From an optimization exercise on the open Yosys and OpenROAD flow, aimed at small area; shortcuts taken in it are not production practice. The RTL was checked by simulation tests, not by an equivalence proof against the original design. No activity file was given, so power comes from the tool's default toggle rates. No driver is modelled on the clock port, so clocking that relies on it looks cheaper here than on a real chip.

==> design.v <==
module dmr_ins_inv (
  input  logic        wsel,
  input  logic        keep,
  input  logic [31:0] w,
  input  logic [31:0] prev,
  output logic [31:0] d
);
  assign d = ~(({32{wsel}} & w) | ({32{keep}} & prev));
endmodule
module dmr_ins_true (
  input  logic        wseln,
  input  logic        keepn,
  input  logic [31:0] wn,
  input  logic [31:0] prevn,
  output logic [31:0] d
);
  assign d = ~(({32{wseln}} | wn) & ({32{keepn}} | prevn));
endmodule
module dmr_aoi3 (
  input  logic [2:0]       sel,
  input  logic [2:0][31:0] din,
  output logic [31:0]      doutn
);
  assign doutn = ~(({32{sel[0]}} & din[0]) | ({32{sel[1]}} & din[1]) | ({32{sel[2]}} & din[2]));
endmodule
module dmr_nand6 (
  input  logic [5:0][31:0] dinn,
  output logic [31:0]      dout
);
  assign dout = ~(dinn[0] & dinn[1] & dinn[2] & dinn[3] & dinn[4] & dinn[5]);
endmodule
module data_mem_responder #(
  parameter int DEPTH       = 64,
  parameter int WAIT_CYCLES = 2
) (
  input  logic        clk,
  input  logic        reset,
  input  logic        mem_read,
  input  logic        mem_write,
  input  logic [31:0] addr,
  input  logic [31:0] wdata,
  output logic [31:0] rdata,
  output logic        ready,
  output logic        busy,
  output logic        err
);
  localparam int NPT = DEPTH / 4;   
  logic [DEPTH-1:0][31:0] ring;
  logic [5:0]  phase;
  logic        swept;
  logic [1:0]  cnt;
  logic [5:0]  capIdx;
  logic        capRead;
  logic        capWrite;
  logic        capFault;
  logic        fault;
  logic [5:0]  useIdx;
  logic [31:0] useWdata;
  logic [31:0] useWdataN;
  logic        useRead;
  logic        useWrite;
  logic [5:0]  pos;
  logic        sweep;
  logic [NPT-1:0] ptSel;
  logic [NPT-1:0] wsel;      
  logic [NPT-1:0] keep;      
  logic [17:0]   rsel;
  logic [17:0][31:0] rsrc;
  logic [5:0][31:0]  rpart;
  logic [31:0] rnext;
  logic [DEPTH-1:0][31:0] ringNext;
  logic [NPT-1:0][31:0]   insD;
  assign fault     = (addr[1:0] != 2'b00) || (addr[31:8] != 24'd0) || (mem_read && mem_write);
  assign busy      = (cnt != 2'd0);
  assign err       = ready && capFault;
  assign useIdx    = busy ? capIdx   : addr[7:2];
  assign useWdata  = busy ? rdata : wdata;
  assign useWdataN = ~useWdata;
  assign useRead   = busy ? capRead  : (mem_read && !fault);
  assign useWrite  = busy ? capWrite : (mem_write && !fault);
  assign pos       = useIdx + phase;
  assign sweep     = !swept;
  always_comb begin
    for (int k = 0; k < NPT; k++) begin
      ptSel[k] = (pos[1:0] == 2'b11) && (pos[5:2] == 4'(k));
      wsel[k]  = useWrite && ptSel[k];
      rsel[k]  = useRead && ptSel[k] && !sweep;
      keep[k]  = !wsel[(k+NPT-1)%NPT] && !sweep;
      rsrc[k]  = k[0] ? insD[(k+1)%NPT] : ring[4*k+3];
    end
    rsel[NPT]   = busy && !(useRead && (pos[1:0] == 2'b11));
    rsrc[NPT]   = rdata;
    rsel[NPT+1] = !busy && !(useRead && (pos[1:0] == 2'b11));
    rsrc[NPT+1] = wdata;
  end
  for (genvar g = 0; g < 6; g++) begin : g_rd
    dmr_aoi3 u_aoi (.sel(rsel[3*g+2:3*g]), .din(rsrc[3*g+2:3*g]), .doutn(rpart[g]));
  end
  dmr_nand6 u_rd (.dinn(rpart), .dout(rnext));
  for (genvar m = 0; m < NPT; m++) begin : g_pt
    if (m % 2 == 1) begin : g_inv
      dmr_ins_inv u_ins (
        .wsel(wsel[(m+NPT-1)%NPT]), .keep(keep[m]), .w(useWdata),
        .prev(ring[(4*m+DEPTH-1)%DEPTH]), .d(insD[m])
      );
    end else begin : g_true
      dmr_ins_true u_ins (
        .wseln(!wsel[(m+NPT-1)%NPT]), .keepn(!keep[m]), .wn(useWdataN),
        .prevn(ring[(4*m+DEPTH-1)%DEPTH]), .d(insD[m])
      );
    end
  end
  always_comb begin
    for (int i = 0; i < DEPTH; i++)
      ringNext[i] = (i % 4 == 0) ? insD[i/4] : ring[(i+DEPTH-1)%DEPTH];
  end
  always_ff @(posedge clk or negedge reset) begin
    if (!reset) begin
      phase <= 6'd0;
      swept <= 1'b0;
      cnt   <= 2'd0;
      ready <= 1'b0;
    end else begin
      phase <= phase + 6'd1;
      if (phase[1:0] == 2'b11) swept <= 1'b1;
      ready <= (cnt == 2'd3);
      if (busy) cnt <= cnt + 2'd1;
      else if (mem_read || mem_write) cnt <= 2'd1;
    end
  end
  always_ff @(posedge clk) begin
    if (!busy) begin
      capIdx   <= addr[7:2];
      capRead  <= mem_read && !fault;
      capWrite <= mem_write && !fault;
      capFault <= fault;
    end
  end
  always_ff @(posedge clk) begin
    rdata <= rnext;
    ring  <= ringNext;
  end
endmodule
==> flow/run.sh <==
#!/bin/bash
set -e
export CTS_ARGS="-sink_clustering_enable -repair_clock_nets -dont_use_dummy_load -buf_list \"sky130_fd_sc_hd__clkbuf_8 sky130_fd_sc_hd__clkbuf_16\" -sink_clustering_size 30 -sink_clustering_max_diameter 60"
export BUFFER_PORTS_ARGS="-buffer_cell sky130_fd_sc_hd__buf_1"
bash standard.sh > standard.log 2>&1
==> standard.sh <==
#!/bin/bash
# synth_recipe.tcl (not shown) runs the flow's synth.tcl, then flattens the netlist and writes it again
# the make line also repeats each setting of config.mk as NAME=value (left out here)
make -C /OpenROAD-flow-scripts/flow DESIGN_CONFIG=/design/flow/config.mk WORK_HOME=/design/flow/orfs CLKGATE_MAP_FILE= SYNTH_SCRIPT=/design/flow/synth_recipe.tcl "${@:-finish}"
==> config.mk <==
export PLATFORM = sky130hd
export DESIGN_NAME = data_mem_responder
export DESIGN_NICKNAME = data_mem_responder
export VERILOG_FILES = /design/flow/design.v
export SDC_FILE = /design/flow/constraint.sdc
export NUM_CORES = 4
export LEC_CHECK = 0
export CAP_MARGIN = 20
export CORE_MARGIN = 2
export CORE_UTILIZATION = 60
export SLEW_MARGIN = 20
export SYNTH_HIERARCHICAL = 1
==> constraint.sdc <==
create_clock -name core_clock -period 7.0 [get_ports {clk}]
set_input_delay 1.4000 -clock core_clock [delete_from_list [all_inputs] [get_ports {clk}]]
set_output_delay 1.4000 -clock core_clock [all_outputs]
set_load 0.01 [all_outputs]
==> results of run 1 <==
[critical path, delay by kind of cell]
kind | cells | cell delay, ns
buffers and inverters | 3 | 0.46
adders and majority gates | 2 | 0.61
AOI/OAI and AO/OA | 3 | 1.22
muxes | 1 | 0.28
and+or+nand+nor | 5 | 1.77
[registers in the layout, indices dropped and copies added (netlist names)]
name and cells:
capRead 1, swept 1, rdata 32, ring 2048
phase 6, capWrite 1, cnt 2, capIdx 6
ready 1, capFault 1
[synthesized netlist by cell type (10+ instances only)]
library cell / count / area (sq um)
nand3_1: 36 / 180.2
a222oi_1: 192 / 1922
buf_2: 60 / 300.3
buf_6: 86 / 968.4
inv_1: 42 / 157.7
and4_1: 32 / 280.3
mux2i_1: 33 / 330.3
nor3_1: 15 / 75.07
dfxtp_1: 2088 / 41800
nand2_1: 10 / 37.54
a22oi_1: 256 / 1922
dfrtp_1: 10 / 250.2
o22ai_1: 256 / 1602
[Yosys stat by module (local to each module, per instance)]
module,flip-flops and latches,copies in the design
dmr_ins_inv,0,8
data_mem_responder,2099,1
dmr_aoi3,0,6
dmr_nand6,0,1
dmr_ins_true,0,8
[stage by stage]
stage | instance area, sq um | setup slack (ns)
2_1_floorplan | 50760 | 2.223
3_3_place_gp | 52160 | 1.230
3_5_place_dp | 52180 | 1.137
4_1_cts | 54760 | 1.830
5_1_grt | 54760 | 1.542
6_report | 54760 | 1.763
[cell families (layout without fill, tap and decap cells)]
family          count (synthesis)  count (layout)  synth area share (%)
other cells                     0               1                     0
compound gates                741             741                 11.26
buf+inv                       204             322                 2.988
flops                        2099            2099                 82.90
simple gates                  136             136                 1.671
fa+ha+maj                      10              10                0.2613
xor+xnor                        9               9                0.1553
mux                            38              38                0.7617
[worst max-delay path by stage]
stage	end	slack [ns]
2_1_floorplan	rdata[23]	2.22
3_3_place_gp	rdata[13]	1.23
3_5_place_dp	rdata[1]	1.14
4_1_cts	rdata[9]	1.83
5_1_grt	rdata[31]	1.54
6_report	rdata[9]	1.76
[where the power goes]
group	switching, mW	total (mW)	internal [mW]
Sequential	0.249	12.7	12.5
Combinational	1.50	2.01	0.504
Clock	3.40	6.02	2.62
[layout make-up]
type,instances,area share [%]
Antenna cell,1,0.004570
Sequential cell,2099,76.85
Tap cell,1134,2.591
Timing Repair Buffer,177,1.947
Multi-Input combinational cell,934,13.62
Clock buffer,103,4.707
Inverter,42,0.2879
[per-layer routing]
metal | track usage (%) | vias to the layer above
met3 | 7.443 | 275
li1 | - | 11860
met2 | 42.92 | 1598
met4 | 9.806 | 4
met1 | 44.85 | 13750
met5 | 0.5105 | -
==> impl_results.rst, run 1 <==
.. list-table::
   :header-rows: 1

   * - Metric
     - Value
   * - Post-CTS setup buffer count
     - 0
   * - Via density per instance
     - 6.120
   * - CP startpoint kind
     - primary input
   * - Clock-pin transition on the worst setup and hold timing paths
     - 0.09 ns
   * - Remaining design rule violation count
     - 0
   * - Req. time, crit path
     - 7.51 ns
   * - Number of global-route vias before repair
     - 26,950
   * - Number of synthesized flops with an enable pin
     - 1
   * - Post-synthesis instance area
     - 50,760 sq um
   * - Start-to-end type of the worst setup path
     - primary input to register
   * - Minimum hold slack
     - 0.2747 ns
   * - Maximum number of pins on one net before global-route repair
     - 39
   * - Reg2reg path depth
     - 15
   * - Fraction of the yosys area taken by sequential cells
     - 82.90%
   * - Max-cap violations
     - 0
   * - Routed length on met1
     - 58.76 mm
   * - Post-Syn Instances
     - 3,237
   * - Crit path max fanout
     - 19
   * - Maximum clock insertion buffer count
     - 3
   * - Tot Pwr
     - 20.73 mW
   * - TritonCTS clock tree
     - done
   * - Starting density of the core
     - 60.65%
   * - Clock H-tree levels
     - 3
   * - Cell at the root of the clock tree
     - clkbuf_16
   * - CTS sink cnt
     - 2,099
   * - Master of the slowest instance on the critical path
     - or4b_2
   * - Critical path endpoint category
     - register
   * - Final clock period utilization by the worst path
     - 74.81%
   * - Leading cell type in the layout, fill and taps excluded
     - dfxtp_1
   * - Final TNS setup
     - 0 ns
   * - Worst Setup SP
     - addr[2]
   * - Number of filler instances in the final layout
     - 6,080
   * - Worst path arrival time
     - 5.75 ns
   * - FP Rows
     - 106
   * - Post-synthesis net count
     - 3,315
   * - Number of instances on the worst hold path
     - 0
   * - Clock latency reported for the late side of the worst-skew pair
     - 0.69 ns
   * - Total congestion overflow
     - 0
   * - Half-perimeter wire length after detailed placement
     - 73.56 mm
   * - Routed length per placed instance
     - 29.59 microns
   * - Yosys synthesis warning count
     - 7
   * - Slew at the pin closest to its max-slew limit
     - 1.185 ns
   * - Met2 WL post-DR
     - 55.47 mm
   * - Final standard cell utilization of the core
     - 65.43%
   * - Number of gates given a new drive strength after cts
     - 0
   * - Power density over cell area
     - 378.5 nW/um^2
   * - Setup slack of the worst register-to-register path
     - 1.79 ns
   * - Final Max Slew Viols
     - 0
   * - Top layer reached by signal wires
     - met5
   * - Length of the first detailed-routing pass in iterations
     - 9
   * - Die area
     - 86,940 sq um
   * - Longest individual stage delay on the worst path
     - 0.78 ns
   * - Sequential cell area
     - 42,080 sq um
   * - Total of buffers placed on input and output ports
     - 102
   * - Routed wire length on met3
     - 14.39 mm
   * - Combined area of the multi-input logic cells
     - 7456 sq um
   * - DIE HEIGHT
     - 294.9 microns
   * - Outcome
     - finished clean
   * - Overall via count from detail_route
     - 27,480
   * - Avg Inst Size Synth
     - 15.68 sq um
   * - Worst reg2reg path startpoint
     - cnt[0]
   * - Number of placed cells counting well taps
     - 4,386
   * - GRT Util Overall
     - 30.10%
   * - Top-level I/O count
     - 103
   * - Largest clock skew in the final design
     - 0.08092 ns
   * - Final weighted congestion in routability-driven placement
     - 0.7978
   * - Worst Hold End
     - ring[1604]
   * - Initial antenna violation count
     - 1
   * - Async SR Flop Fraction
     - 0.4764%
   * - Post-DRT Antenna Nets
     - 0
   * - Nets
     - 3,435
   * - Worst slew slack as a fraction of its limit
     - 20.85%
   * - Fin crit period
     - 5.237 ns
   * - Endpoint of the lowest-slack register-to-register path
     - rdata[9]
   * - Count of endpoints failing setup in the final report
     - 0
   * - Ys flop type
     - dfxtp_1
   * - # hold bufs at CTS
     - 0
   * - CP Cell Sequence
     - buf_1, mux2_2, ha_1, inv_1, fa_1, nor2b_1, nor2b_1, or4b_2, o21ai_4, buf_12, o22ai_1, a222oi_1, and4_1, nand3_1
   * - Global-route wire length before repair
     - 187.1 mm
   * - Critical path's most frequent cell
     - nor2b_1
   * - Top achievable clock speed
     - 191.0 MHz
   * - Area growth from synthesis to layout
     - 7.881%
   * - Final hold violations
     - 0
   * - Commonest cells after routing, fill and taps aside
     - 2,088 x dfxtp_1, 256 x o22ai_1, 256 x a22oi_1
   * - Total Routed Length
     - 132.9 mm
   * - Overall die width
     - 294.9 microns
   * - Placeable core area
     - 83,690 sq um
   * - Cell leakage power
     - 20.55 nW
   * - Setup repair after global routing missed its margin
     - no
   * - Worst hold path startpoint
     - ring[1572]
   * - TritonCTS Buffers
     - 103
   * - Ratio of cells with drive above 1 in the final layout
     - 7.303%
   * - Path class of the lowest-slack min-delay path
     - register to register
   * - Number of synthesized register bits
     - 2,099
   * - Final standard cell count with taps included and fillers excluded
     - 4,490
   * - Number of distinct standard cells referenced by the synthesized netlist
     - 52
   * - IR Drop Worst-Case VDD
     - 0.3334 mV
   * - Number of DRC markers after the initial detailed-route iteration
     - 3,874
==> run 2: changes to the inputs <==
==> flow/run.sh (replaced) <==
#!/bin/bash
set -e
export CTS_ARGS="-sink_clustering_enable -repair_clock_nets -dont_use_dummy_load -buf_list sky130_fd_sc_hd__clkbuf_8 -sink_clustering_size 18 -sink_clustering_max_diameter 60"
export BUFFER_PORTS_ARGS="-buffer_cell sky130_fd_sc_hd__buf_1"
bash standard.sh > standard.log 2>&1
--- a/config.mk
+++ b/config.mk
@@ -5,8 +5,8 @@
 export SDC_FILE = /design/flow/constraint.sdc
 export NUM_CORES = 4
 export LEC_CHECK = 0
-export CAP_MARGIN = 20
+export CAP_MARGIN = 10
 export CORE_MARGIN = 2
 export CORE_UTILIZATION = 60
-export SLEW_MARGIN = 20
+export SLEW_MARGIN = 10
 export SYNTH_HIERARCHICAL = 1
==> impl_results.rst, run 2 <==
.. list-table::
   :header-rows: 1

   * - Metric
     - Value
   * - Outcome
     - finished clean
   * - Start-to-end type of the worst setup path
     - register to register
   * - Req. time, crit path
     - 7.66 ns
   * - Die area
     - 86,940 sq um
   * - Length of the first detailed-routing pass in iterations
     - 7
   * - Largest register FFs
     - 2,048
   * - Registers with the most flip-flops
     - ring (2048), rdata (32)
   * - Maximum number of pins on one net before global-route repair
     - 39
   * - Combined area of the multi-input logic cells
     - 7456 sq um
   * - FP Rows
     - 106
   * - Setup repair after global routing missed its margin
     - no
   * - Post-DRT Antenna Nets
     - 0
   * - Area growth from synthesis to layout
     - 6.488%
   * - Commonest cells after routing, fill and taps aside
     - 2,088 x dfxtp_1, 256 x o22ai_1, 256 x a22oi_1
   * - Post-synthesis instance area
     - 50,760 sq um
   * - Worst reg2reg path startpoint
     - cnt[0]
   * - Top achievable clock speed
     - 191.3 MHz
   * - Leading cell type in the layout, fill and taps excluded
     - dfxtp_1
   * - IR Drop Worst-Case VDD
     - 0.4508 mV
   * - Fin crit period
     - 5.227 ns
   * - Maximum clock insertion buffer count
     - 3
   * - Number of instances on the worst hold path
     - 0
   * - Minimum hold slack
     - 0.2831 ns
   * - TritonCTS Buffers
     - 137
   * - Number of filler instances in the final layout
     - 6,178
   * - Tot Pwr
     - 19.85 mW
   * - Post-Syn Instances
     - 3,237
   * - Routed wire length on met3
     - 14.54 mm
   * - CP Cell Sequence
     - inv_1, ha_4, mux2_2, ha_1, inv_1, fa_1, nor2b_1, nor2b_1, or4b_2, o21ai_4, buf_12, o22ai_1, a222oi_1, and4_1, nand3_1
   * - Final weighted congestion in routability-driven placement
     - 0.7978
   * - Area of placed instances
     - 52,160 sq um
   * - DIE HEIGHT
     - 294.9 microns
   * - Half-perimeter wire length after detailed placement
     - 73.58 mm
   * - Power density over cell area
     - 367.3 nW/um^2
   * - Longest individual stage delay on the worst path
     - 0.78 ns
   * - Top layer reached by signal wires
     - met5
   * - Met2 WL post-DR
     - 55.47 mm
   * - Total congestion overflow
     - 0
   * - Top-level I/O count
     - 103
   * - Crit path max fanout
     - 19
   * - Largest cells by area after synthesis
     - dfxtp_1 82%, a222oi_1 3.8%, a22oi_1 3.8%
   * - Routed length on met1
     - 59.50 mm
   * - Via density per instance
     - 6.090
   * - Number of global-route vias before repair
     - 27,230
   * - Final clock period utilization by the worst path
     - 74.67%
   * - Slew at the pin closest to its max-slew limit
     - 1.183 ns
   * - Master of the slowest instance on the critical path
     - or4b_2
   * - List of most frequent post-synthesis cells
     - 2,088 x dfxtp_1, 256 x a22oi_1, 256 x o22ai_1, 192 x a222oi_1, 86 x buf_6
   * - Post-route cell area
     - 54,050 sq um
   * - Overall die width
     - 294.9 microns
   * - Final Max Slew Viols
     - 0
   * - Largest delay contributor family on the critical path
     - simple AND/OR/NAND/NOR gates
   * - Worst Hold End
     - ring[639]
   * - Post-CTS setup buffer count
     - 0
   * - Total Routed Length
     - 133.7 mm
   * - Number of synthesized register bits
     - 2,099
   * - Post-synthesis net count
     - 3,315
   * - Global-route wire length before repair
     - 187.9 mm
   * - Worst slew slack as a fraction of its limit
     - 20.93%
   * - Remaining design rule violation count
     - 0
   * - Routed length per placed instance
     - 29.55 microns
   * - Number of DRC markers after the initial detailed-route iteration
     - 3,938
   * - Setup slack of the worst register-to-register path
     - 1.77 ns
   * - Initial antenna violation count
     - 1
   * - Count of endpoints failing setup in the final report
     - 0
   * - Worst hold path startpoint
     - ring[607]
   * - Dominant cell type by area after synthesis
     - dfxtp_1
   * - Largest clock skew in the final design
     - 0.07605 ns
   * - Cell at the root of the clock tree
     - clkbuf_8
   * - CP startpoint kind
     - register
   * - Clock-pin transition on the worst setup and hold timing paths
     - 0.10 ns
   * - Library cell with the highest instance count after synthesis
     - dfxtp_1
   * - Overall via count from detail_route
     - 27,550
   * - Avg Inst Size Synth
     - 15.68 sq um
   * - Yosys synthesis warning count
     - 7
   * - # hold bufs at CTS
     - 0
   * - Final hold violations
     - 0
   * - Number of gates given a new drive strength after cts
     - 0
   * - Total of buffers placed on input and output ports
     - 102
   * - Number of distinct standard cells referenced by the synthesized netlist
     - 52
   * - Reg2reg path depth
     - 15
   * - Largest reg by FF count
     - ring
   * - Ratio of cells with drive above 1 in the final layout
     - 8.205%
   * - Ys flop type
     - dfxtp_1
   * - Top-area cell type share of the netlist area
     - 82.35%
   * - CTS sink cnt
     - 2,099
   * - Clock latency reported for the late side of the worst-skew pair
     - 0.83 ns
   * - Clock H-tree levels
     - 4
   * - Final TNS setup
     - 0 ns
   * - Path class of the lowest-slack min-delay path
     - register to register
   * - Sequential cell area
     - 42,080 sq um
   * - Number of synthesized flops with an enable pin
     - 1
   * - Critical path endpoint category
     - register
   * - Max-cap violations
     - 0
   * - Placeable core area
     - 83,690 sq um
   * - Worst path arrival time
     - 5.89 ns
   * - Endpoint of the lowest-slack register-to-register path
     - rdata[1]
   * - Starting density of the core
     - 60.65%
   * - Async SR Flop Fraction
     - 0.4764%
   * - Total buffers and inverters traversed by the critical path
     - 3
   * - Cell leakage power
     - 20.26 nW
   * - TritonCTS clock tree
     - done
   * - Nets
     - 3,468
   * - Fraction of the yosys area taken by sequential cells
     - 82.90%
   * - GRT Util Overall
     - 30.39%
run 2: changes by cell type in the layout (fill, tap and decap cells not counted):
cell / change
clkbuf_8: +137
buf_8: -1
clkbuf_16: -103
run 2: cell type report:
cell class | instances | area share, %
Sequential cell | 2099 | 77.85
Clock buffer | 137 | 3.488
Tap cell | 1134 | 2.625
Multi-Input combinational cell | 934 | 13.79
Antenna cell | 1 | 0.004630
Inverter | 42 | 0.2917
Timing Repair Buffer | 176 | 1.944
run 2: cells by family (layout without fill, tap and decap cells):
family	count (synthesis)	in the layout	synth area share, %
flops	2099	2099	82.90
other cells	0	1	0
mux	38	38	0.7617
compound gates	741	741	11.26
simple gates	136	136	1.671
fa+ha+maj	10	10	0.2613
buf+inv	204	355	2.988
xor+xnor	9	9	0.1553
run 2: worst max-delay path by stage:
| stage | startpoint | endpoint | depth (start not counted) |
|---|---|---|---|
| final | cnt[0] | rdata[1] | 15 |
| after global routing | cnt[0] | rdata[1] | 15 |
| after CTS | cnt[0] | rdata[1] | 15 |
| after detailed placement | addr[2] | rdata[1] | 14 |
| after global placement | addr[5] | rdata[13] | 13 |
| after floorplan | addr[2] | rdata[23] | 13 |
run 2: power breakdown:
| group | switching [mW] | total, mW | internal (mW) |
|---|---|---|---|
| logic | 1.51 | 2.01 | 0.503 |
| clock network | 3.36 | 5.13 | 1.77 |
| registers | 0.254 | 12.7 | 12.5 |
run 2: routing by layer:
metal  GRT usage, %  vias to the layer above
met1          45.20                    13750
met4          10.89                        2
met2          42.58                     1638
met3          8.061                      265
met5         0.5105                        -
li1               -                    11890
run 2: per-module statistics from Yosys, one instance, submodules excluded:
module / cells inside / copies in the design
dmr_aoi3: 41 / 6
dmr_ins_true: 38 / 8
dmr_nand6: 64 / 1
data_mem_responder: 2319 / 1
dmr_ins_inv: 38 / 8
run 2: stage by stage:
stage	util (%)	setup slack (ns)	cells
floorplan	-	2.223	3237
CTS	64.58	1.819	4522
finish	64.59	1.773	4523
global placement	62.32	1.230	4385
global route	64.59	1.561	4523
detailed placement	62.32	1.149	4385
==> run 3: changes to the inputs <==
--- a/config.mk
+++ b/config.mk
@@ -5,8 +5,8 @@
 export SDC_FILE = /design/flow/constraint.sdc
 export NUM_CORES = 4
 export LEC_CHECK = 0
-export CAP_MARGIN = 10
+export CAP_MARGIN = 20
 export CORE_MARGIN = 2
 export CORE_UTILIZATION = 60
-export SLEW_MARGIN = 10
+export SLEW_MARGIN = 20
 export SYNTH_HIERARCHICAL = 1
==> impl_results.rst, run 3 <==
.. list-table::
   :header-rows: 1

   * - Metric
     - Value
   * - Outcome
     - finished clean
   * - Worst path arrival time
     - 5.89 ns
   * - Overall via count from detail_route
     - 27,700
   * - Master of the slowest instance on the critical path
     - or4b_2
   * - Setup slack of the worst register-to-register path
     - 1.78 ns
   * - Start-to-end type of the worst setup path
     - register to register
   * - Largest delay contributor family on the critical path
     - simple AND/OR/NAND/NOR gates
   * - Worst reg2reg path startpoint
     - cnt[0]
   * - Half-perimeter wire length after detailed placement
     - 73.56 mm
   * - Post-synthesis instance area
     - 50,760 sq um
   * - Final clock period utilization by the worst path
     - 74.55%
   * - Clock latency reported for the late side of the worst-skew pair
     - 0.83 ns
   * - Worst slew slack as a fraction of its limit
     - 22.16%
   * - IR Drop Worst-Case VDD
     - 0.3434 mV
   * - Cell leakage power
     - 20.26 nW
   * - Final standard cell count with taps included and fillers excluded
     - 4,525
   * - CTS sink cnt
     - 2,099
   * - Initial antenna violation count
     - 2
   * - Worst Setup Slack post-DPL
     - 1.137 ns
   * - Tot Pwr
     - 19.83 mW
   * - Number of gates given a new drive strength after cts
     - 0
   * - Number of global-route vias before repair
     - 27,250
   * - Power density over cell area
     - 366.7 nW/um^2
   * - Top achievable clock speed
     - 191.6 MHz
   * - Worst Setup SP
     - cnt[0]
   * - Routed length per placed instance
     - 29.46 microns
   * - Length of the first detailed-routing pass in iterations
     - 10
   * - Placeable core area
     - 83,690 sq um
   * - Post-CTS setup buffer count
     - 0
   * - Reg2reg path depth
     - 15
   * - Longest individual stage delay on the worst path
     - 0.78 ns
   * - Global-route wire length before repair
     - 187.8 mm
   * - Number of synthesized flops with an enable pin
     - 1
   * - Area growth from synthesis to layout
     - 6.522%
   * - Req. time, crit path
     - 7.67 ns
   * - Overall die width
     - 294.9 microns
   * - List of most frequent post-synthesis cells
     - 2,088 x dfxtp_1, 256 x a22oi_1, 256 x o22ai_1, 192 x a222oi_1, 86 x buf_6
   * - Library cell with the highest instance count after synthesis
     - dfxtp_1
   * - Ratio of cells with drive above 1 in the final layout
     - 8.233%
   * - Max-cap violations
     - 0
   * - Final hold violations
     - 0
   * - Top-area cell type share of the netlist area
     - 82.35%
   * - Number of synthesized register bits
     - 2,099
   * - Path class of the lowest-slack min-delay path
     - register to register
   * - Largest cells by area after synthesis
     - dfxtp_1 82%, a222oi_1 3.8%, a22oi_1 3.8%
   * - Ys flop type
     - dfxtp_1
   * - Maximum number of pins on one net before global-route repair
     - 39
   * - CP startpoint kind
     - register
   * - CP Cell Sequence
     - inv_1, ha_4, mux2_2, ha_1, inv_1, fa_1, nor2b_1, nor2b_1, or4b_2, o21ai_4, buf_12, o22ai_1, a222oi_1, and4_1, nand3_1
   * - Post-Syn Instances
     - 3,237
   * - Worst Hold End
     - ring[1192]
   * - Final Max Slew Viols
     - 0
   * - Cell at the root of the clock tree
     - clkbuf_8
   * - Final TNS setup
     - 0 ns
   * - Total of buffers placed on input and output ports
     - 102
   * - Worst hold path startpoint
     - ring[1160]
   * - Post-synthesis net count
     - 3,315
   * - Total Routed Length
     - 133.3 mm
   * - Yosys synthesis warning count
     - 7
   * - Registers with the most flip-flops
     - ring (2048), rdata (32)
   * - Fraction of the yosys area taken by sequential cells
     - 82.90%
   * - # hold bufs at CTS
     - 0
   * - TritonCTS Buffers
     - 137
   * - Number of distinct standard cells referenced by the synthesized netlist
     - 52
   * - Final standard cell utilization of the core
     - 64.61%
   * - Dominant cell type by area after synthesis
     - dfxtp_1
   * - FP Rows
     - 106
   * - Largest clock skew in the final design
     - 0.06169 ns
   * - Maximum clock insertion buffer count
     - 3
   * - Fin crit period
     - 5.219 ns
   * - TritonCTS clock tree
     - done
   * - Setup repair after global routing missed its margin
     - no
   * - Number of placed cells counting well taps
     - 4,386
   * - Final weighted congestion in routability-driven placement
     - 0.7978
   * - Total buffers and inverters traversed by the critical path
     - 3
   * - Commonest cells after routing, fill and taps aside
     - 2,088 x dfxtp_1, 256 x o22ai_1, 256 x a22oi_1
   * - GRT Util Overall
     - 30.32%
   * - Die area
     - 86,940 sq um
   * - Async SR Flop Fraction
     - 0.4764%
   * - Number of DRC markers after the initial detailed-route iteration
     - 3,727
   * - Avg Inst Size Synth
     - 15.68 sq um
   * - Largest reg by FF count
     - ring
   * - Number of instances on the worst hold path
     - 0
   * - Largest register FFs
     - 2,048
   * - Via density per instance
     - 6.120
   * - Number of filler instances in the final layout
     - 6,206
   * - Slew at the pin closest to its max-slew limit
     - 1.168 ns
   * - Count of endpoints failing setup in the final report
     - 0
   * - Top-level I/O count
     - 103
   * - Clock-pin transition on the worst setup and hold timing paths
     - 0.10 ns
   * - Nets
     - 3,469
   * - Minimum hold slack
     - 0.2943 ns
   * - Starting density of the core
     - 60.65%
   * - Area of placed instances
     - 52,180 sq um
   * - Endpoint of the lowest-slack register-to-register path
     - rdata[18]
   * - Post-route cell area
     - 54,070 sq um
   * - Critical path endpoint category
     - register
   * - Clock H-tree levels
     - 4
   * - Worst-case setup margin in the final layout
     - 1.781 ns
   * - DIE HEIGHT
     - 294.9 microns
   * - Leading cell type in the layout, fill and taps excluded
     - dfxtp_1
   * - Total congestion overflow
     - 0
   * - Crit path max fanout
     - 19
   * - Remaining design rule violation count
     - 0
   * - Post-DRT Antenna Nets
     - 0
[run 3: per-module statistics from Yosys, one instance, submodules excluded]
module / flip-flops and latches / area, sq um / cells / copies in the design
dmr_ins_inv: 0 / 289.0 / 38 / 8
data_mem_responder: 2099 / 43580 / 2319 / 1
dmr_ins_true: 0 / 251.5 / 38 / 8
dmr_nand6: 0 / 440.4 / 64 / 1
dmr_aoi3: 0 / 402.9 / 41 / 6
[run 3: worst register-to-register path, stage by stage, from the launching register on]
cell and delay (ns):
dfrtp_1 0.41, inv_1 0.11, ha_4 0.20, mux2_2 0.37, ha_1 0.21, inv_1 0.07, fa_1 0.40, nor2b_1 0.38
nor2b_1 0.29, or4b_2 0.78, o21ai_4 0.70, buf_12 0.33, o22ai_1 0.13, a222oi_1 0.41, and4_1 0.24, nand3_1 0.07
[run 3: layout make-up]
cell class | count | area, sq um | area share [%]
sequential | 2099 | 42080 | 77.83
multi-input combinational | 934 | 7456 | 13.79
clock buffer | 137 | 1886 | 3.487
tap | 1134 | 1419 | 2.624
timing repair buffer | 177 | 1066 | 1.972
inverter | 42 | 157.7 | 0.2916
antenna | 2 | 5.005 | 0.009256
[run 3: report_power, final]
part | total [mW] | internal [mW] | switching (mW)
combinational | 2.01 | 0.504 | 1.51
clock | 5.11 | 1.77 | 3.35
sequential | 12.7 | 12.5 | 0.249
total | 19.8 | 14.7 | 5.10
[run 3: worst max path at each step]
| stage | end | slack [ns] | cells past startpoint |
|---|---|---|---|
| floorplan | rdata[23] | 2.22 | 13 |
| global placement | rdata[13] | 1.23 | 13 |
| detailed placement | rdata[1] | 1.14 | 14 |
| CTS | rdata[1] | 1.83 | 15 |
| global route | rdata[1] | 1.54 | 15 |
| finish | rdata[18] | 1.78 | 15 |
[run 3: routing by layer]
metal,track usage [%],share of wire [%]
met2,42.63,41
met5,0,0
met3,8.265,11
met1,44.89,44
met4,10.78,3.2
[run 3: cells by family after synthesis]
group,share of synthesized area [%]
AO/OA/AOI/OAI,11.26
adder cells (fa/ha/maj),0.2613
XOR/XNOR,0.1553
AND/OR/NAND/NOR,1.671
buffers and inverters,2.988
flip-flops,82.90
multiplexers,0.7617
==> run 4: changes to the inputs <==
==> flow/run.sh (replaced) <==
#!/bin/bash
set -e
export CTS_ARGS="-sink_clustering_enable -repair_clock_nets -dont_use_dummy_load -buf_list sky130_fd_sc_hd__clkbuf_8 -sink_clustering_size 20 -sink_clustering_max_diameter 40"
export BUFFER_PORTS_ARGS="-buffer_cell sky130_fd_sc_hd__buf_1"
bash standard.sh > standard.log 2>&1
--- a/config.mk
+++ b/config.mk
@@ -7,6 +7,6 @@
 export LEC_CHECK = 0
 export CAP_MARGIN = 20
 export CORE_MARGIN = 2
-export CORE_UTILIZATION = 60
+export CORE_UTILIZATION = 80
 export SLEW_MARGIN = 20
 export SYNTH_HIERARCHICAL = 1
==> impl_results.rst, run 4 <==
.. list-table::
   :header-rows: 1

   * - Metric
     - Value
   * - Largest register FFs
     - 2,048
   * - Adder-cell area share of the yosys netlist
     - 0.2613%
   * - Number of synthesized flops with an enable pin
     - 1
   * - Clock-pin transition on the worst setup and hold timing paths
     - 0.10 ns
   * - Registers with the most flip-flops
     - ring (2048), rdata (32)
   * - Minimum hold slack
     - 0.2517 ns
   * - # hold bufs at CTS
     - 0
   * - Worst path arrival time
     - 6.14 ns
   * - Avg Inst Size Synth
     - 15.68 sq um
   * - Power density over cell area
     - 371.1 nW/um^2
   * - Top-area cell type share of the netlist area
     - 82.35%
   * - Largest clock skew in the final design
     - 0.09792 ns
   * - Combinational power share
     - 9.9%
   * - Overall via count from detail_route
     - 28,660
   * - Critical path's most frequent cell
     - buf_4
   * - Tot Pwr
     - 19.96 mW
   * - Nets
     - 3,471
   * - Number of distinct standard cells referenced by the synthesized netlist
     - 52
   * - Maximum clock insertion buffer count
     - 3
   * - Cell-internal power
     - 14.81 mW
   * - Commonest cells after routing, fill and taps aside
     - 2,088 x dfxtp_1, 256 x o22ai_1, 256 x a22oi_1
   * - Ratio of cells with drive above 1 in the final layout
     - 8.287%
   * - Placeable core area
     - 62,850 sq um
   * - Ys flop type
     - dfxtp_1
   * - Path class of the lowest-slack min-delay path
     - register to register
   * - Yosys synthesis warning count
     - 7
   * - FP Rows
     - 92
   * - Routed length per placed instance
     - 31.09 microns
   * - DIE HEIGHT
     - 255.9 microns
   * - Remaining design rule violation count
     - 0
   * - GRT Util Overall
     - 39.66%
   * - CP startpoint kind
     - register
   * - Number of DRC markers after the initial detailed-route iteration
     - 5,057
   * - Area of placed instances
     - 51,740 sq um
   * - Net Sw Power
     - 5.151 mW
   * - Cell leakage power
     - 20.28 nW
   * - Main combinational cell family by area after synthesis
     - compound AO/OA/AOI/OAI gates
   * - Initial antenna violation count
     - 2
   * - Area growth from synthesis to layout
     - 5.958%
   * - Worst hold path startpoint
     - ring[1688]
   * - Post-synthesis instance area
     - 50,760 sq um
   * - TritonCTS Buffers
     - 145
   * - Clock latency reported for the late side of the worst-skew pair
     - 0.85 ns
   * - List of most frequent post-synthesis cells
     - 2,088 x dfxtp_1, 256 x a22oi_1, 256 x o22ai_1, 192 x a222oi_1, 86 x buf_6
   * - Largest cells by area after synthesis
     - dfxtp_1 82%, a222oi_1 3.8%, a22oi_1 3.8%
   * - Top achievable clock speed
     - 184.3 MHz
   * - Post-synthesis xor/xnor area fraction
     - 0.1553%
   * - Leading cell type in the layout, fill and taps excluded
     - dfxtp_1
   * - Post-synthesis simple-gate area fraction
     - 1.671%
   * - Endpoint of the lowest-slack register-to-register path
     - rdata[24]
   * - Post-route cell area
     - 53,780 sq um
   * - Largest reg by FF count
     - ring
   * - Post-CTS setup buffer count
     - 0
   * - Half-perimeter wire length after detailed placement
     - 73.20 mm
   * - Dominant cell type by area after synthesis
     - dfxtp_1
   * - Library cell with the highest instance count after synthesis
     - dfxtp_1
   * - Post-synthesis net count
     - 3,315
   * - Req. time, crit path
     - 7.72 ns
   * - Post-Syn Instances
     - 3,237
   * - Starting density of the core
     - 80.76%
   * - Count of endpoints failing setup in the final report
     - 0
   * - Master of the slowest instance on the critical path
     - or2_2
   * - Clock share of power
     - 26.3%
   * - Reg2reg path depth
     - 13
   * - Outcome
     - finished clean
   * - Final clock period utilization by the worst path
     - 77.53%
   * - Final hold violations
     - 0
   * - Reg power frac
     - 63.8%
   * - Die area
     - 65,480 sq um
   * - Cell at the root of the clock tree
     - clkbuf_8
   * - Fin crit period
     - 5.427 ns
   * - Clock H-tree levels
     - 4
   * - TritonCTS clock tree
     - done
   * - Critical path endpoint category
     - register
   * - Synth Area in Compound Gates
     - 11.26%
   * - Overall die width
     - 255.9 microns
   * - Top-level I/O count
     - 103
   * - Fraction of the yosys area taken by sequential cells
     - 82.90%
   * - Number of synthesized register bits
     - 2,099
   * - Fraction of power spent switching nets
     - 25.80%
   * - Worst Hold End
     - ring[1720]
   * - Longest individual stage delay on the worst path
     - 0.85 ns
   * - Crit path max fanout
     - 39
   * - Largest delay contributor family on the critical path
     - compound AO/OA/AOI/OAI gates
   * - Final weighted congestion in routability-driven placement
     - 0.8497
   * - Length of the first detailed-routing pass in iterations
     - 10
   * - Async SR Flop Fraction
     - 0.4764%
   * - Post-DRT Antenna Nets
     - 0
   * - Global-route wire length before repair
     - 187.7 mm
   * - Via density per instance
     - 6.755
   * - Setup repair after global routing missed its margin
     - no
   * - Max-cap violations
     - 0
   * - Worst reg2reg path startpoint
     - cnt[0]
   * - Setup slack of the worst register-to-register path
     - 1.57 ns
   * - Total Routed Length
     - 131.9 mm
   * - Number of global-route vias before repair
     - 28,830
   * - Total buffers and inverters traversed by the critical path
     - 3
   * - Maximum number of pins on one net before global-route repair
     - 40
   * - Total congestion overflow
     - 0
   * - Number of instances on the worst hold path
     - 0
   * - IR Drop Worst-Case VDD
     - 0.4782 mV
   * - CTS sink cnt
     - 2,099
   * - Number of gates given a new drive strength after cts
     - 0
   * - Total of buffers placed on input and output ports
     - 102
   * - Final TNS setup
     - 0 ns
   * - Worst slew slack as a fraction of its limit
     - 20.69%
   * - Multiplexer fraction of the synthesized cell area
     - 0.7617%
   * - Start-to-end type of the worst setup path
     - register to register
   * - CP Cell Sequence
     - inv_1, ha_4, buf_4, mux2i_1, xnor2_1, a21oi_1, o21ai_4, or2_2, buf_4, o22ai_1, a222oi_1, and4_1, nand3_1
   * - Final Max Slew Viols
     - 0
   * - Slew at the pin closest to its max-slew limit
     - 1.157 ns
[run 4: worst max-delay path by stage]
stage,startpoint,cells after the start,endpoint,slack (ns)
4_1_cts,cnt[0],13,rdata[25],1.52
2_1_floorplan,addr[2],13,rdata[23],2.22
6_report,cnt[0],13,rdata[24],1.57
5_1_grt,cnt[0],13,rdata[25],1.50
3_5_place_dp,addr[2],14,rdata[7],1.11
3_3_place_gp,addr[2],14,rdata[4],1.31
[run 4: power by group through the flow]
stage	logic [mW]	registers, mW	clock network (mW)
after global routing	2.05	12.8	5.65
after floorplan	1.12	12.9	0
after detailed placement	1.87	13.0	0
after global placement	1.79	13.0	0
final	1.99	12.7	5.25
after CTS	1.89	12.7	5.23
[run 4: routing by layer]
layer | part of all wire [%] | vias to the layer above | track usage, %
met2 | 42 | 2404 | 56.37
met4 | 5.4 | 2 | 19.62
met1 | 39 | 13830 | 55.57
met3 | 14 | 515 | 12.67
li1 | - | 11910 | -
met5 | 0.0068 | - | 0
[run 4: cell type report]
type                    count  area [sq um]
multi-input cells         934          7437
inverters                  42         157.7
diodes                      6         15.01
flip-flops and latches   2099         42080
repair buffers            171          1039
well taps                 846          1059
fillers                  2912          9067
clock buffers             145          1996
[run 4: logic make-up after synthesis]
family / count (synthesis)
buffers and inverters: 204
muxes: 38
xor gates and xnor gates: 9
DFF: 2099
adders and majority gates: 10
AOI/OAI and AO/OA: 741
and+or+nand+nor: 136
[run 4: per-stage QoR]
step	utilization [%]	setup WS, ns	cells
after floorplan	-	2.223	3237
after global placement	82.33	1.311	4091
after detailed placement	82.33	1.110	4091
after CTS	85.51	1.517	4236
after global routing	85.56	1.502	4240
final	85.57	1.573	4243
[run 4: per-module statistics from Yosys, one instance, submodules excluded]
module | cells | area, sq um
data_mem_responder | 2319 | 43580
dmr_aoi3 | 41 | 402.9
dmr_ins_inv | 38 | 289.0
dmr_ins_true | 38 | 251.5
dmr_nand6 | 64 | 440.4
==> run 5: changes to the inputs <==
==> flow/run.sh (replaced) <==
#!/bin/bash
set -e
export CTS_ARGS="-sink_clustering_enable -repair_clock_nets -dont_use_dummy_load -buf_list sky130_fd_sc_hd__clkbuf_16 -sink_clustering_size 32 -sink_clustering_max_diameter 70"
export BUFFER_PORTS_ARGS="-buffer_cell sky130_fd_sc_hd__buf_1"
bash standard.sh > standard.log 2>&1
--- a/config.mk
+++ b/config.mk
@@ -7,6 +7,6 @@
 export LEC_CHECK = 0
 export CAP_MARGIN = 20
 export CORE_MARGIN = 2
-export CORE_UTILIZATION = 80
+export CORE_UTILIZATION = 70
 export SLEW_MARGIN = 20
 export SYNTH_HIERARCHICAL = 1
==> impl_results.rst, run 5 <==
.. list-table::
   :header-rows: 1

   * - Metric
     - Value
   * - Maximum number of pins on one net before global-route repair
     - 33
   * - Path class of the lowest-slack min-delay path
     - register to register
   * - Top achievable clock speed
     - 186.9 MHz
   * - Starting density of the core
     - 70.88%
   * - Ratio of cells with drive above 1 in the final layout
     - 6.466%
   * - Clock-pin transition on the worst setup and hold timing paths
     - 0.11 ns
   * - Req. time, crit path
     - 7.54 ns
   * - Met1 Resource Use GR
     - 51.75%
   * - # hold bufs at CTS
     - 0
   * - Crit path max fanout
     - 14
   * - Final clock period utilization by the worst path
     - 76.43%
   * - Final TNS setup
     - 0 ns
   * - CP startpoint kind
     - register
   * - Number of DRC markers after the initial detailed-route iteration
     - 4,827
   * - Top-area cell type share of the netlist area
     - 82.35%
   * - Worst hold path startpoint
     - ring[393]
   * - Post-synthesis net count
     - 3,315
   * - Maximum clock insertion buffer count
     - 3
   * - Placeable core area
     - 71,610 sq um
   * - Slew at the pin closest to its max-slew limit
     - 1.233 ns
   * - Commonest cells after routing, fill and taps aside
     - 2,088 x dfxtp_1, 256 x o22ai_1, 256 x a22oi_1
   * - Ant. Diodes
     - 0
   * - Max-cap violations
     - 0
   * - Total of buffers placed on input and output ports
     - 102
   * - Largest register FFs
     - 2,048
   * - Routed length per placed instance
     - 31.15 microns
   * - Multiplexer fraction of the synthesized cell area
     - 0.7617%
   * - GR Util met3
     - 9.298%
   * - Number of synthesized flops with an enable pin
     - 1
   * - GRT Util Overall
     - 35.12%
   * - CTS sink cnt
     - 2,099
   * - Largest clock skew in the final design
     - 0.07686 ns
   * - Nets
     - 3,405
   * - Longest individual stage delay on the worst path
     - 0.78 ns
   * - Length of the first detailed-routing pass in iterations
     - 10
   * - FP Rows
     - 98
   * - Library cell with the highest instance count after synthesis
     - dfxtp_1
   * - Die area
     - 74,680 sq um
   * - Registers with the most flip-flops
     - ring (2048), rdata (32)
   * - Start-to-end type of the worst setup path
     - register to register
   * - Worst Setup SP
     - cnt[0]
   * - Post-synthesis simple-gate area fraction
     - 1.671%
   * - Count of endpoints failing setup in the final report
     - 0
   * - Master of the slowest instance on the critical path
     - or4b_2
   * - Worst reg2reg path startpoint
     - cnt[0]
   * - Remaining design rule violation count
     - 0
   * - Largest cells by area after synthesis
     - dfxtp_1 82%, a222oi_1 3.8%, a22oi_1 3.8%
   * - Number of synthesized register bits
     - 2,099
   * - Avg Inst Size Synth
     - 15.68 sq um
   * - Synth Area in Compound Gates
     - 11.26%
   * - CP Cell Sequence
     - inv_1, ha_4, mux2_2, ha_1, inv_1, fa_1, nor2b_1, nor2b_1, or4b_2, o21ai_4, buf_4, o22ai_1, a222oi_1, and4_1, nand3_1
   * - Post-synthesis xor/xnor area fraction
     - 0.1553%
   * - TritonCTS Buffers
     - 76
   * - Global-route wire length before repair
     - 186.5 mm
   * - Outcome
     - finished clean
   * - Post-Syn Instances
     - 3,237
   * - Final Max Slew Viols
     - 0
   * - Area of placed instances
     - 51,860 sq um
   * - Clock H-tree levels
     - 3
   * - Fraction of the yosys area taken by sequential cells
     - 82.90%
   * - Number of global-route vias before repair
     - 27,330
   * - Setup repair after global routing missed its margin
     - no
   * - Total Routed Length
     - 133.1 mm
   * - Final hold violations
     - 0
   * - TritonCTS clock tree
     - done
   * - Total congestion overflow
     - 0
   * - Post-CTS setup buffer count
     - 0
   * - Async SR Flop Fraction
     - 0.4764%
   * - Cell at the root of the clock tree
     - clkbuf_16
   * - DIE HEIGHT
     - 273.3 microns
   * - Post-route cell area
     - 53,760 sq um
   * - Tot Pwr
     - 19.97 mW
   * - Post-DRT Antenna Nets
     - 0
   * - Met2 Use GR
     - 49.15%
   * - Yosys synthesis warning count
     - 7
   * - Top-level I/O count
     - 103
   * - Power density over cell area
     - 371.4 nW/um^2
   * - Ys flop type
     - dfxtp_1
   * - Initial antenna violation count
     - 0
   * - Worst Hold End
     - ring[425]
   * - IR Drop Worst-Case VDD
     - 0.3414 mV
   * - Half-perimeter wire length after detailed placement
     - 71.66 mm
   * - Fin crit period
     - 5.350 ns
   * - Overall die width
     - 273.3 microns
   * - Leading cell type in the layout, fill and taps excluded
     - dfxtp_1
   * - Area growth from synthesis to layout
     - 5.918%
   * - Largest reg by FF count
     - ring
   * - List of most frequent post-synthesis cells
     - 2,088 x dfxtp_1, 256 x a22oi_1, 256 x o22ai_1, 192 x a222oi_1, 86 x buf_6
   * - Cell leakage power
     - 20.18 nW
   * - Setup slack of the worst register-to-register path
     - 1.65 ns
   * - Number of distinct standard cells referenced by the synthesized netlist
     - 52
   * - Post-synthesis instance area
     - 50,760 sq um
   * - Number of gates given a new drive strength after cts
     - 0
   * - Number of instances on the worst hold path
     - 0
   * - Adder-cell area share of the yosys netlist
     - 0.2613%
   * - Worst path arrival time
     - 5.89 ns
   * - Dominant cell type by area after synthesis
     - dfxtp_1
   * - Worst slew slack as a fraction of its limit
     - 17.77%
   * - Overall via count from detail_route
     - 27,810
   * - Main combinational cell family by area after synthesis
     - compound AO/OA/AOI/OAI gates
   * - Via density per instance
     - 6.505
   * - Final weighted congestion in routability-driven placement
     - 0.8433
   * - Clock latency reported for the late side of the worst-skew pair
     - 0.66 ns
   * - Endpoint of the lowest-slack register-to-register path
     - rdata[30]
   * - Most heavily used metal layer in global routing
     - met1
   * - Critical path endpoint category
     - register
   * - Reg2reg path depth
     - 15
-- run 5: cell families after synthesis --
| logic type | count (synthesis) |
|---|---|
| XOR/XNOR | 9 |
| adder cells (fa/ha/maj) | 10 |
| buffers and inverters | 204 |
| multiplexers | 38 |
| AND/OR/NAND/NOR | 136 |
| flip-flops | 2099 |
| AO/OA/AOI/OAI | 741 |
-- run 5: final cells by class --
type	count	area [sq um]
Tap cell	950	1189
Sequential cell	2099	42080
Timing Repair Buffer	174	998.5
Multi-Input combinational cell	934	7436
Clock buffer	76	1902
Inverter	42	157.7
Fill cell	4502	17850
-- run 5: modules after synthesis, one instance, submodules excluded --
module	flip-flops and latches	times used
dmr_nand6	0	1
dmr_ins_inv	0	8
dmr_aoi3	0	6
data_mem_responder	2099	1
dmr_ins_true	0	8
-- run 5: per-layer routing --
layer	vias to the layer above	part of all wire, %	wire length, microns
met4	0	4.8	6336
met3	371	12	16280
li1	11800	-	-
met2	1864	41	54960
met1	13780	42	55570
met5	-	0	0
-- run 5: per-stage QoR --
| stage | std cells | worst slack, ns | utilization, % | hold slack, ns |
|---|---|---|---|---|
| 2_1_floorplan | 3237 | 2.223 | - | 0.3096 |
| 3_3_place_gp | 4199 | 1.352 | 72.42 | 0.3097 |
| 3_5_place_dp | 4199 | 1.262 | 72.42 | 0.3121 |
| 4_1_cts | 4275 | 1.740 | 75.08 | 0.2640 |
| 5_1_grt | 4275 | 1.367 | 75.08 | 0.2625 |
| 6_report | 4275 | 1.650 | 75.08 | 0.2647 |
-- run 5: worst max-delay path by stage --
stage / end / cells after the start
after floorplan: rdata[23] / 13
after global placement: rdata[15] / 14
after global routing: rdata[1] / 16
final: rdata[30] / 15
after CTS: rdata[4] / 16
after detailed placement: rdata[8] / 15
-- run 5: where the power goes --
| part | leakage [nW] | switching [mW] | internal [mW] |
|---|---|---|---|
| logic | 2.25 | 1.50 | 0.491 |
| registers | 17.0 | 0.252 | 12.5 |
| clock network | 0.937 | 3.29 | 1.98 |
| total | 20.2 | 5.04 | 14.9 |
-- run 5: critical path: cells and delay by family, from the launching register on --
kind | cells | cell delay (ns)
AND/OR/NAND/NOR | 5 | 1.80
AO/OA/AOI/OAI | 3 | 1.09
adder cells (fa/ha/maj) | 3 | 0.95
buffers and inverters | 3 | 0.59
flip-flops | 1 | 0.43
multiplexers | 1 | 0.40
==> run 6: changes to the inputs <==
--- a/design.v
+++ b/design.v
@@ -50,14 +50,12 @@
   logic        swept;
   logic [1:0]  cnt;
   logic [5:0]  capIdx;
-  logic        capRead;
   logic        capWrite;
   logic        capFault;
   logic        fault;
   logic [5:0]  useIdx;
   logic [31:0] useWdata;
   logic [31:0] useWdataN;
-  logic        useRead;
   logic        useWrite;
   logic [5:0]  pos;
   logic        sweep;
@@ -76,7 +74,6 @@
   assign useIdx    = busy ? capIdx   : addr[7:2];
   assign useWdata  = busy ? rdata : wdata;
   assign useWdataN = ~useWdata;
-  assign useRead   = busy ? capRead  : (mem_read && !fault);
   assign useWrite  = busy ? capWrite : (mem_write && !fault);
   assign pos       = useIdx + phase;
   assign sweep     = !swept;
@@ -84,13 +81,13 @@
     for (int k = 0; k < NPT; k++) begin
       ptSel[k] = (pos[1:0] == 2'b11) && (pos[5:2] == 4'(k));
       wsel[k]  = useWrite && ptSel[k];
-      rsel[k]  = useRead && ptSel[k] && !sweep;
+      rsel[k]  = ptSel[k] && !sweep;
       keep[k]  = !wsel[(k+NPT-1)%NPT] && !sweep;
       rsrc[k]  = k[0] ? insD[(k+1)%NPT] : ring[4*k+3];
     end
-    rsel[NPT]   = busy && !(useRead && (pos[1:0] == 2'b11));
+    rsel[NPT]   = busy && (pos[1:0] != 2'b11);
     rsrc[NPT]   = rdata;
-    rsel[NPT+1] = !busy && !(useRead && (pos[1:0] == 2'b11));
+    rsel[NPT+1] = !busy && (pos[1:0] != 2'b11);
     rsrc[NPT+1] = wdata;
   end
   for (genvar g = 0; g < 6; g++) begin : g_rd
@@ -131,7 +128,6 @@
   always_ff @(posedge clk) begin
     if (!busy) begin
       capIdx   <= addr[7:2];
-      capRead  <= mem_read && !fault;
       capWrite <= mem_write && !fault;
       capFault <= fault;
     end
==> impl_results.rst, run 6 <==
.. list-table::
   :header-rows: 1

   * - Metric
     - Value
   * - Dominant cell type by area after synthesis
     - dfxtp_1
   * - Remaining design rule violation count
     - 0
   * - Final standard cell utilization of the core
     - 75.08%
   * - Number of filler instances in the final layout
     - 4,470
   * - Total Routed Length
     - 132.0 mm
   * - Critical path endpoint category
     - register
   * - Tot Pwr
     - 20.06 mW
   * - CP Cell Sequence
     - buf_1, mux2_2, ha_1, a21oi_1, nand2_1, a31oi_1, xnor2_2, buf_4, or4_2, buf_4, o22ai_1, a222oi_1, and4_1, nand3_1
   * - Clock latency reported for the late side of the worst-skew pair
     - 0.67 ns
   * - Crit path max fanout
     - 24
   * - Avg Inst Size Synth
     - 15.72 sq um
   * - Number of DRC markers after the initial detailed-route iteration
     - 4,764
   * - Yosys synthesis warning count
     - 7
   * - Post-synthesis instance area
     - 50,740 sq um
   * - FP Rows
     - 98
   * - Overall die width
     - 273.2 microns
   * - TritonCTS clock tree
     - done
   * - Setup repair after global routing missed its margin
     - no
   * - Start-to-end type of the worst setup path
     - primary input to register
   * - List of most frequent post-synthesis cells
     - 2,087 x dfxtp_1, 256 x a22oi_1, 256 x o22ai_1, 192 x a222oi_1, 85 x buf_6
   * - Post-DRT Antenna Nets
     - 0
   * - Power density over cell area
     - 373.2 nW/um^2
   * - CP startpoint kind
     - primary input
   * - Via density per instance
     - 6.462
   * - Sequential cell area
     - 42,060 sq um
   * - Die area
     - 74,650 sq um
   * - Cell-internal power
     - 14.54 mW
   * - Count of endpoints failing setup in the final report
     - 0
   * - Max-cap violations
     - 0
   * - Library cell with the highest instance count after synthesis
     - dfxtp_1
   * - Post-CTS setup buffer count
     - 0
   * - Global-route wire length before repair
     - 185.4 mm
   * - Final clock period utilization by the worst path
     - 71.81%
   * - Number of global-route vias before repair
     - 26,800
   * - Nets
     - 3,401
   * - Maximum clock insertion buffer count
     - 3
   * - Cell leakage power
     - 20.21 nW
   * - Fraction of power spent switching nets
     - 27.55%
   * - Registers with the most flip-flops
     - ring (2048), rdata (32)
   * - Number of distinct standard cells referenced by the synthesized netlist
     - 42
   * - Net Sw Power
     - 5.527 mW
   * - Req. time, crit path
     - 7.54 ns
   * - Critical path's most frequent cell
     - buf_4
   * - Largest reg by FF count
     - ring
   * - IR Drop Worst-Case VDD
     - 0.4671 mV
   * - Cell at the root of the clock tree
     - clkbuf_16
   * - Number of synthesized register bits
     - 2,098
   * - Area growth from synthesis to layout
     - 5.960%
   * - CTS sink cnt
     - 2,098
   * - Worst-case setup margin in the final layout
     - 1.973 ns
   * - Fraction of the yosys area taken by sequential cells
     - 82.89%
   * - Worst slew slack as a fraction of its limit
     - 15.26%
   * - # hold bufs at CTS
     - 0
   * - Ys flop type
     - dfxtp_1
   * - Final TNS setup
     - 0 ns
   * - Leading cell type in the layout, fill and taps excluded
     - dfxtp_1
   * - Commonest cells after routing, fill and taps aside
     - 2,087 x dfxtp_1, 256 x o22ai_1, 256 x a22oi_1
   * - Clock H-tree levels
     - 3
   * - Largest cells by area after synthesis
     - dfxtp_1 82%, a222oi_1 3.8%, a22oi_1 3.8%
   * - Final hold violations
     - 0
   * - Minimum hold slack
     - 0.2830 ns
   * - Top-level I/O count
     - 103
   * - Routed length per placed instance
     - 30.91 microns
   * - Ant. Diodes
     - 0
   * - Top-area cell type share of the netlist area
     - 82.34%
   * - Reg power frac
     - 60.4%
   * - Placeable core area
     - 71,610 sq um
   * - TritonCTS Buffers
     - 76
   * - Combinational power share
     - 13.4%
   * - Worst path arrival time
     - 5.57 ns
   * - Combined area of the multi-input logic cells
     - 7423 sq um
   * - Outcome
     - finished clean
   * - Final weighted congestion in routability-driven placement
     - 0.8689
   * - Slew at the pin closest to its max-slew limit
     - 1.271 ns
   * - Final Max Slew Viols
     - 0
   * - Overall via count from detail_route
     - 27,600
   * - Clock-pin transition on the worst setup and hold timing paths
     - 0.11 ns
   * - Post-Syn Instances
     - 3,228
   * - Largest clock skew in the final design
     - 0.05382 ns
   * - Async SR Flop Fraction
     - 0.4766%
   * - Fin crit period
     - 5.027 ns
   * - Post-synthesis net count
     - 3,306
   * - Number of gates given a new drive strength after cts
     - 0
   * - Initial antenna violation count
     - 2
   * - Starting density of the core
     - 70.86%
   * - Ratio of cells with drive above 1 in the final layout
     - 6.926%
   * - Total congestion overflow
     - 0
   * - Maximum number of pins on one net before global-route repair
     - 38
   * - Number of synthesized flops with an enable pin
     - 1
   * - Largest register FFs
     - 2,048
   * - Length of the first detailed-routing pass in iterations
     - 10
   * - Longest individual stage delay on the worst path
     - 0.89 ns
   * - Path class of the lowest-slack min-delay path
     - register to register
   * - Clock share of power
     - 26.2%
   * - Master of the slowest instance on the critical path
     - or4_2
   * - Half-perimeter wire length after detailed placement
     - 73.43 mm
   * - GRT Util Overall
     - 34.78%
   * - Top achievable clock speed
     - 198.9 MHz
   * - Worst Setup Slack post-DPL
     - 1.453 ns
   * - Total of buffers placed on input and output ports
     - 102
   * - DIE HEIGHT
     - 273.2 microns
==> run 6: metal layers <==
metal / GRT usage [%] / vias to the layer above / wire length [microns]
met2: 50.47 / 1841 / 56010
met4: 14.04 / 0 / 5726
met5: 0 / - / 0
li1: - / 11810 / -
met1: 50.63 / 13570 / 54750
met3: 8.377 / 374 / 15540
==> run 6: area by class of cell <==
class,instances,share of cell area (%)
inverters,39,0.2723
repair buffers,190,1.941
well taps,950,2.211
multi-input cells,918,13.81
clock buffers,76,3.537
flip-flops and latches,2098,78.23
==> run 6: power by group through the flow <==
stage	Combinational (mW)	Sequential, mW	Clock, mW
after CTS	2.56	12.1	5.28
after floorplan	1.43	12.4	0
final	2.69	12.1	5.26
after detailed placement	2.56	12.4	0
after global placement	2.50	12.4	0
after global routing	2.75	12.1	5.67
==> run 6: per-stage QoR <==
stage	std cells	area, sq um
4_1_cts	4271	53760
6_report	4271	53760
3_3_place_gp	4195	51860
5_1_grt	4271	53760
3_5_place_dp	4195	51860
2_1_floorplan	3228	50740
==> run 6: per-module statistics from Yosys, one instance, submodules excluded <==
module	cell area, sq um	cells inside	flops+latches
data_mem_responder	43560	2310	2098
dmr_aoi3	402.9	41	0
dmr_ins_inv	289.0	38	0
dmr_ins_true	251.5	38	0
dmr_nand6	440.4	64	0
==> run 6: worst paths after layout <==
check	from	end	slack (ns)	cells after the start
worst max-delay path	addr[4]	rdata[19]	1.97	14
worst min-delay path	ring[681]	ring[713]	0.28	0
worst max register to register	cnt[0]	rdata[29]	2.02	13
worst min register to register	ring[681]	ring[713]	0.28	0
max in group asynchronous	reset	phase[3]	5.90	1
min in group asynchronous	reset	swept	0.69	1
==> run 6: cell families (layout without fill, tap and decap cells) <==
family	after synthesis	after routing	synth area share, %
flip-flops	2098	2098	82.89
XOR/XNOR	13	13	0.2244
AO/OA/AOI/OAI	728	728	11.15
adder cells (fa/ha/maj)	10	10	0.2614
buffers and inverters	212	305	3.043
multiplexers	38	38	0.7644
AND/OR/NAND/NOR	129	129	1.667
==> run 6: critical path, delay by kind of cell <==
family	cells	cell delay [ns]
mux	1	0.29
compound gates	4	1.19
xor+xnor	1	0.17
buf+inv	3	0.81
fa+ha+maj	1	0.36
simple gates	4	1.33
==> run 7: changes to the inputs <==
==> flow/run.sh (replaced) <==
#!/bin/bash
set -e
export CTS_ARGS="-sink_clustering_enable -repair_clock_nets -dont_use_dummy_load -buf_list sky130_fd_sc_hd__clkbuf_8 -sink_clustering_size 20 -sink_clustering_max_diameter 50"
export BUFFER_PORTS_ARGS="-buffer_cell sky130_fd_sc_hd__buf_1"
bash standard.sh > standard.log 2>&1
--- a/config.mk
+++ b/config.mk
@@ -7,6 +7,8 @@
 export LEC_CHECK = 0
 export CAP_MARGIN = 20
 export CORE_MARGIN = 2
-export CORE_UTILIZATION = 70
+export CORE_UTILIZATION = 75
+export GPL_ROUTABILITY_DRIVEN = 0
+export GPL_TIMING_DRIVEN = 0
 export SLEW_MARGIN = 20
 export SYNTH_HIERARCHICAL = 1
==> impl_results.rst, run 7 <==
.. list-table::
   :header-rows: 1

   * - Metric
     - Value
   * - Outcome
     - finished clean
   * - List of most frequent post-synthesis cells
     - 2,087 x dfxtp_1, 256 x a22oi_1, 256 x o22ai_1, 192 x a222oi_1, 85 x buf_6
   * - CTS sink cnt
     - 2,098
   * - Cell leakage power
     - 20.68 nW
   * - Longest individual stage delay on the worst path
     - 0.84 ns
   * - Leading cell type in the layout, fill and taps excluded
     - dfxtp_1
   * - Worst Setup Slack post-DPL
     - 0.4940 ns
   * - Worst-case setup margin in the final layout
     - 0.2270 ns
   * - Fraction of the yosys area taken by sequential cells
     - 82.89%
   * - GRT Util Overall
     - 35.40%
   * - Registers with the most flip-flops
     - ring (2048), rdata (32)
   * - Largest delay contributor family on the critical path
     - buffers and inverters
   * - Number of global-route vias before repair
     - 27,770
   * - CP startpoint kind
     - register
   * - Total buffers and inverters traversed by the critical path
     - 6
   * - IR Drop Worst-Case VDD
     - 0.2554 mV
   * - Starting density of the core
     - 75.69%
   * - Ys flop type
     - dfxtp_1
   * - Count of endpoints failing setup in the final report
     - 0
   * - Library cell with the highest instance count after synthesis
     - dfxtp_1
   * - Slew at the pin closest to its max-slew limit
     - 1.143 ns
   * - # hold bufs at CTS
     - 0
   * - Async SR Flop Fraction
     - 0.4766%
   * - Ratio of cells with drive above 1 in the final layout
     - 10.20%
   * - Number of filler instances in the final layout
     - 3,656
   * - Number of synthesized register bits
     - 2,098
   * - Maximum number of pins on one net before global-route repair
     - 21
   * - TritonCTS clock tree
     - done
   * - Critical path's most frequent cell
     - buf_2
   * - Power density over cell area
     - 370.2 nW/um^2
   * - Total Routed Length
     - 125.6 mm
   * - Worst path arrival time
     - 7.49 ns
   * - Routed length per placed instance
     - 28.84 microns
   * - Setup repair after global routing missed its margin
     - no
   * - Final hold violations
     - 0
   * - Routed wire length on met3
     - 14.99 mm
   * - Top-area cell type share of the netlist area
     - 82.34%
   * - Top achievable clock speed
     - 147.6 MHz
   * - Crit path max fanout
     - 10
   * - Clock latency reported for the late side of the worst-skew pair
     - 0.83 ns
   * - Largest cells by area after synthesis
     - dfxtp_1 82%, a222oi_1 3.8%, a22oi_1 3.8%
   * - Final Max Slew Viols
     - 0
   * - Maximum clock insertion buffer count
     - 3
   * - Global-route wire length before repair
     - 178.6 mm
   * - TritonCTS Buffers
     - 133
   * - Final clock period utilization by the worst path
     - 96.76%
   * - Cell at the root of the clock tree
     - clkbuf_8
   * - Placeable core area
     - 67,040 sq um
   * - Met2 WL post-DR
     - 53.58 mm
   * - Req. time, crit path
     - 7.71 ns
   * - Total congestion overflow
     - 0
   * - Length of the first detailed-routing pass in iterations
     - 13
   * - DIE HEIGHT
     - 264.1 microns
   * - Total of buffers placed on input and output ports
     - 102
   * - Clock H-tree levels
     - 4
   * - Largest register FFs
     - 2,048
   * - Avg Inst Size Synth
     - 15.72 sq um
   * - Area growth from synthesis to layout
     - 7.173%
   * - Half-perimeter wire length after detailed placement
     - 80.64 mm
   * - Overall die width
     - 264.1 microns
   * - Post-Syn Instances
     - 3,228
   * - Die area
     - 69,750 sq um
   * - Post-DRT Antenna Nets
     - 0
   * - Master of the slowest instance on the critical path
     - clkbuf_1
   * - Initial antenna violation count
     - 5
   * - Commonest cells after routing, fill and taps aside
     - 2,087 x dfxtp_1, 256 x o22ai_1, 256 x a22oi_1
   * - Fin crit period
     - 6.773 ns
   * - FP Rows
     - 95
   * - Via density per instance
     - 6.498
   * - Post-synthesis net count
     - 3,306
   * - Yosys synthesis warning count
     - 7
   * - Number of DRC markers after the initial detailed-route iteration
     - 4,444
   * - Largest clock skew in the final design
     - 0.04750 ns
   * - Largest reg by FF count
     - ring
   * - Top-level I/O count
     - 103
   * - Remaining design rule violation count
     - 0
   * - Overall via count from detail_route
     - 28,300
   * - Clock-pin transition on the worst setup and hold timing paths
     - 0.11 ns
   * - Number of synthesized flops with an enable pin
     - 1
   * - Max-cap violations
     - 0
   * - Worst slew slack as a fraction of its limit
     - 21.64%
   * - Tot Pwr
     - 20.13 mW
   * - Start-to-end type of the worst setup path
     - register to register
   * - Nets
     - 3,561
   * - Post-CTS setup buffer count
     - 0
   * - Post-synthesis instance area
     - 50,740 sq um
   * - Critical path endpoint category
     - register
   * - Number of distinct standard cells referenced by the synthesized netlist
     - 42
   * - CP Cell Sequence
     - inv_1, ha_1, buf_2, clkbuf_1, mux2_2, ha_1, a21oi_1, nand2_1, a31oi_1, xor2_1, buf_2, o41ai_2, buf_4, buf_2, o22ai_1, a222oi_1, and4_1, nand3_1
   * - Routed length on met1
     - 51.12 mm
   * - Dominant cell type by area after synthesis
     - dfxtp_1
   * - Path class of the lowest-slack min-delay path
     - register to register
   * - Number of gates given a new drive strength after cts
     - 0
   * - Top layer reached by signal wires
     - met5
-- run 7: cell counts after synthesis --
Identical to the previous run, type by type.
-- run 7: stage by stage --
| stage | instances | instance area, sq um | util [%] | TNS (ns) | hold WS [ns] |
|---|---|---|---|---|---|
| after global placement | 4203 | 52220 | 77.89 | -0.2365 | 0.3096 |
| after detailed placement | 4220 | 52520 | 78.35 | 0 | 0.3121 |
| after floorplan | 3228 | 50740 | - | 0 | 0.3096 |
| final | 4355 | 54380 | 81.12 | 0 | 0.2895 |
| after CTS | 4353 | 54350 | 81.08 | 0 | 0.2848 |
| after global routing | 4354 | 54380 | 81.11 | 0 | 0.2829 |
-- run 7: cell type report --
cell class,count,area [sq um],area share (%)
antenna,1,2.502,0.004602
buffer,173,1398,2.570
clock buffer,133,1831,3.366
inverter,39,146.4,0.2692
multi-input combinational,918,7341,13.50
sequential,2098,42060,77.35
tap,873,1092,2.009
timing repair buffer,120,509.2,0.9364
-- run 7: logic make-up (layout without fill, tap and decap cells) --
family / count (synthesis) / after routing / synth area share [%]
buffers and inverters: 212 / 465 / 3.043
DFF: 2098 / 2098 / 82.89
other: 0 / 1 / 0
AOI/OAI and AO/OA: 728 / 728 / 11.15
and+or+nand+nor: 129 / 129 / 1.667
muxes: 38 / 38 / 0.7644
xor gates and xnor gates: 13 / 13 / 0.2244
adders and majority gates: 10 / 10 / 0.2614
-- run 7: metal layers --
layer | vias up | GRT usage (%)
li1 | 12120 | -
met1 | 13810 | 50.32
met2 | 1972 | 51.21
met3 | 391 | 9.042
met4 | 2 | 17.09
met5 | - | 0
-- run 7: worst paths after layout --
| path | end | slack [ns] | from | cells past startpoint |
|---|---|---|---|---|
| worst min-delay path | ring[992] | 0.29 | ring[960] | 0 |
| worst max-delay path | rdata[22] | 0.23 | cnt[0] | 18 |
| worst min register to register | ring[992] | 0.29 | ring[960] | 0 |
| min in group asynchronous | phase[3] | 0.53 | reset | 1 |
| max in group asynchronous | ready | 6.08 | reset | 1 |
| worst max register to register | rdata[22] | 0.23 | cnt[0] | 18 |
-- run 7: report_power, final --
| group | switching [mW] | internal, mW | total, mW |
|---|---|---|---|
| clock | 3.30 | 1.72 | 5.02 |
| combinational | 2.37 | 0.627 | 3.00 |
| sequential | 0.0847 | 12.0 | 12.1 |
| total | 5.76 | 14.4 | 20.1 |
-- run 7: Yosys stat by module, one instance, submodules excluded --
module | cells inside | flip-flops and latches | area [sq um]
data_mem_responder | 2310 | 2098 | 43560
dmr_aoi3 | 41 | 0 | 402.9
dmr_ins_inv | 38 | 0 | 289.0
dmr_ins_true | 38 | 0 | 251.5
dmr_nand6 | 64 | 0 | 440.4
